This design comes from an exercise in tuning for small area, a short achievable clock period and few clock cycles per item on the open sky130 flow, not from production work.
Only simulation tests tie the RTL to the original design; equivalence was not proved.
Power figures rest on the tool's default switching activity, not on a simulated workload.

Setup of main:
// countdown_stopwatch_7seg
module countdown_stopwatch_7seg
(
  input  logic clk,
  input  logic rst,
  input  logic cmd_valid,
  output logic cmd_stall,
  input  logic [14:0] cmd,
  output logic res_valid,
  input  logic res_stall,
  output logic [48:0] res
);
==> flow/config.mk <==
export PLATFORM = sky130hd
export DESIGN_NAME = countdown_stopwatch_7seg
export DESIGN_NICKNAME = countdown_stopwatch_7seg
export VERILOG_FILES = /design/flow/design.v
export SDC_FILE = /design/flow/constraint.sdc
export NUM_CORES = 4
export LEC_CHECK = 0
export ABC_AREA = 1
export CAP_MARGIN = 20
export CORE_MARGIN = 2
export CORE_UTILIZATION = 40
export SETUP_SLACK_MARGIN = 5
export SLEW_MARGIN = 20
==> flow/constraint.sdc <==
create_clock -name core_clock -period 10.0 [get_ports {clk}]
set_input_delay 2.0000 -clock core_clock [delete_from_list [all_inputs] [get_ports {clk}]]
set_output_delay 2.0000 -clock core_clock [all_outputs]
set_load 0.01 [all_outputs]
standard.sh (not shown) runs the stock make flow with config.mk's settings and CLKGATE_MAP_FILE= SYNTH_SCRIPT=/design/flow/synth_recipe.tcl, a recipe that flattens the netlist after the stock synthesis.
==> flow/flow/run.sh <==
#!/bin/bash
# Standard layout, with the port buffers made of buf_1 cells instead of the
# default delay buffers.
set -euo pipefail
cd "$(dirname "$0")/.."
export BUFFER_PORTS_ARGS="-buffer_cell sky130_fd_sc_hd__buf_1"
bash standard.sh > standard.log 2>&1
Testbench counts of main, summed over its fixed seeds: cycles 20,882, items 16,000.
> inputs changed (main -> the feature branch)
--- a/flow/design.v
+++ b/flow/design.v
@@ -96,15 +96,15 @@
     dec_digits[3:0]   = dec10(co);
     dec_digits[7:4]   = b0 ? dec10(ct) : ct;
     dec_digits[11:8]  = b1 ? dec10(so) : so;
     dec_digits[14:12] = b2 ? dec6(st) : st;
     dec_digits[18:15] = b3 ? dec10(mo) : mo;
     dec_digits[21:19] = b4 ? dec7(mt) : mt;
   endfunction
-  function automatic logic [23:0] step_digits(input logic [21:0] c,
+  function automatic logic [22:0] step_digits(input logic [21:0] c,
                                               input logic mb, sb, cb);
     logic [2:0] mt, st;
     logic [3:0] mo, so, ct, co;
     logic [4:0] qco, qct, qso, qmo, tmt;
     logic [3:0] qst;
     logic       lso, hso, lmo, hmo;
     logic [18:0] rest;
@@ -117,15 +117,15 @@
     qst = m3({st, qso[4]});
     lmo = qst[2] ^ mb;
     hmo = qst[3] | (qst[2] & mb);
     qmo = m5({mo, hmo});
     tmt = fmt({mt, qmo[4], qmo[3]});
     rest = {qmo[2:0], lmo, qst[1:0], qso[3], qso[2:0], lso, qct[2:0], qco[3],
             qco[2:0], cb};
-    step_digits = {tmt[4], tmt[3], tmt[2:0], rest};
+    step_digits = {tmt[4] || (tmt[3] && rest != '0), tmt[2:0], rest};
   endfunction
   logic [9:0]  set_cs, set_sec;
   logic [5:0]  set_min;
   logic        q_full, p_valid;
   logic [1:0]  q_kind, p_kind;
   logic [21:0] disp;
   logic        run, dirty, full, busy, sat;
@@ -194,17 +194,15 @@
       cmd_stall <= q_full_n || busy_n ||
                    (p_valid_n && (dirty_n || full_n) &&
                     (p_kind_n == K_TOGGLE || (p_kind_n == K_TICK && run_n)));
     end
     p_kind <= p_kind_n;
     if (!q_full) q_kind <= c_kind;
   end
-  logic [23:0] step_out;
-  logic [22:0] dec_out;
-  logic        hi_q, eq6_q, over;
+  logic [22:0] step_out, dec_out;
   logic        cur_full;
   logic [21:0] next_disp, free_disp;
   logic [3:0]  idx_dn, top, top_dn, nb_idx;
   logic [9:0]  any_bit;
   function automatic logic [2:0] bits_at(input logic [3:0] i, input logic [5:0] m,
                                          input logic [9:0] s, input logic [9:0] c);
     bits_at = {i < 4'd6 && m[i[2:0]], i < 4'd10 && s[i], i < 4'd10 && c[i]};
@@ -212,55 +210,52 @@
   assign any_bit = set_cs | set_sec | {4'd0, set_min};
   always_comb begin
     top = 4'd0;
     for (int i = 1; i < 10; i++)
       if (any_bit[i]) top = 4'(i);
   end
   assign top_dn = top - 4'd1;
+  logic [2:0] start_bits;
+  assign start_bits = bits_at(top, set_min, set_sec, set_cs);
   assign idx_dn   = idx - 4'd1;
-  assign nb_idx   = start0 ? top_dn : (busy ? idx_dn : top);
+  assign nb_idx   = start0 ? top_dn : idx_dn;
   assign step_out = step_digits(disp, nbits[2], nbits[1], nbits[0]);
   assign dec_out  = dec_digits(disp);
-  assign over     = sat || hi_q || (eq6_q && disp[18:0] != '0);
-  assign cur_full = over || (tick0 && dec_out[22]);
+  assign cur_full = sat || (tick0 && dec_out[22]);
   always_comb begin
     if (go0 && shows && cur_full)
-      free_disp = (tick0 && over) ? {3'd5, 4'd9, 3'd5, 4'd9, 4'd9, 4'd9} : DIGITS_FULL;
-    else if (start0) free_disp = {3'd0, 3'd0, nbits[2], 3'd0, 3'd0, nbits[1],
-                                  4'd0, 3'd0, nbits[0]};
+      free_disp = (tick0 && sat) ? {3'd5, 4'd9, 3'd5, 4'd9, 4'd9, 4'd9} : DIGITS_FULL;
+    else if (start0) free_disp = {3'd0, 3'd0, start_bits[2], 3'd0, 3'd0, start_bits[1],
+                                  4'd0, 3'd0, start_bits[0]};
     else if (tick0)  free_disp = dec_out[21:0];
     else             free_disp = disp;
     if (busy)          next_disp = step_out[21:0];
     else if (out_free) next_disp = free_disp;
     else               next_disp = disp;
   end
   always_ff @(posedge clk) begin
     if (rst) begin
       res_valid <= 1'b0;
       run       <= 1'b0;
       dirty     <= 1'b0;
       full      <= 1'b1;
       busy      <= 1'b0;
       sat       <= 1'b0;
-      hi_q      <= 1'b0;
-      eq6_q     <= 1'b0;
       disp      <= '0;
     end else begin
       disp  <= next_disp;
       run   <= run_n;
       dirty <= dirty_n;
       full  <= full_n;
       busy  <= busy_n;
       if (out_free) res_valid <= go;
-      hi_q  <= busy && step_out[23];
-      eq6_q <= busy && step_out[22];
       if (start)     sat <= full;
-      else if (busy) sat <= over;
+      else if (busy) sat <= sat || step_out[22];
       else if (go)   sat <= 1'b0;
     end
     idx   <= nb_idx;
-    if (!(start0 && !out_free)) nbits <= bits_at(nb_idx, set_min, set_sec, set_cs);
+    nbits <= bits_at(nb_idx, set_min, set_sec, set_cs);
   end
   assign res = {1'b0, seg6(disp[14:12]), 1'b0, seg10(disp[11:8]),
                 1'b0, seg10(disp[7:4]), 1'b0, seg10(disp[3:0]),
                 1'b0, seg7(disp[21:19]), 1'b0, seg10(disp[18:15]), run};
 endmodule
[summary]
The feature branch completed; timing, DRC and antenna clean
Comparing the feature branch with main, the placed instance area came out essentially unchanged.
Of main and the feature branch, the feature branch shows the higher via count of the first global-routing pass, with main below it.
Between the feature branch and main, it is the feature branch whose via count is higher, by 120.
The die area on main is in line with that on the feature branch.
Delta (the feature branch minus main): total setup violations reported at the end of the flow flat; met3 capacity usage during global routing up 0.24 points; clock buffer instance count of the final layout down 2; reported net switching power up about 27%; power up 15%.
As of the feature branch, design area had risen slightly compared to main.
Of main and the feature branch, the run reporting the lower pin count of the biggest net entering global routing was main.
The feature branch falls short of main in final hold slack.
Largest driver fanout on the critical path on the feature branch is down relative to main.
Testbench counts of the feature branch, summed over its fixed seeds: cycles 20,882, items 16,000.

==> afterwards: timing with drivers on the ports <==
In the flow no input, the clock included, has a driving cell. The finished layouts below were timed again as built, in two steps. Step 1 sets driving cells, clkbuf_16 on the clock port and buf_2 on the other inputs (assumed; they add their load-dependent delay and slew). Step 2, shift: input delay + t, output delay - t, t = (earliest + latest rising clock arrival at the registers) / 2. This alone moves slack from input paths to output paths. a / b / c = ideal ports / drivers / drivers and shift; a / b = the first two.
| run | shift t [ns] | setup WS [ns] | cell pins on the clock port's net |
|---|---|---|---|
| main | 0.365 | 6.348 / 6.307 / 6.445 | 1 |
| the feature branch | 0.377 | 6.386 / 6.347 / 6.415 | 1 |
After both steps setup and hold are still met in every run listed.
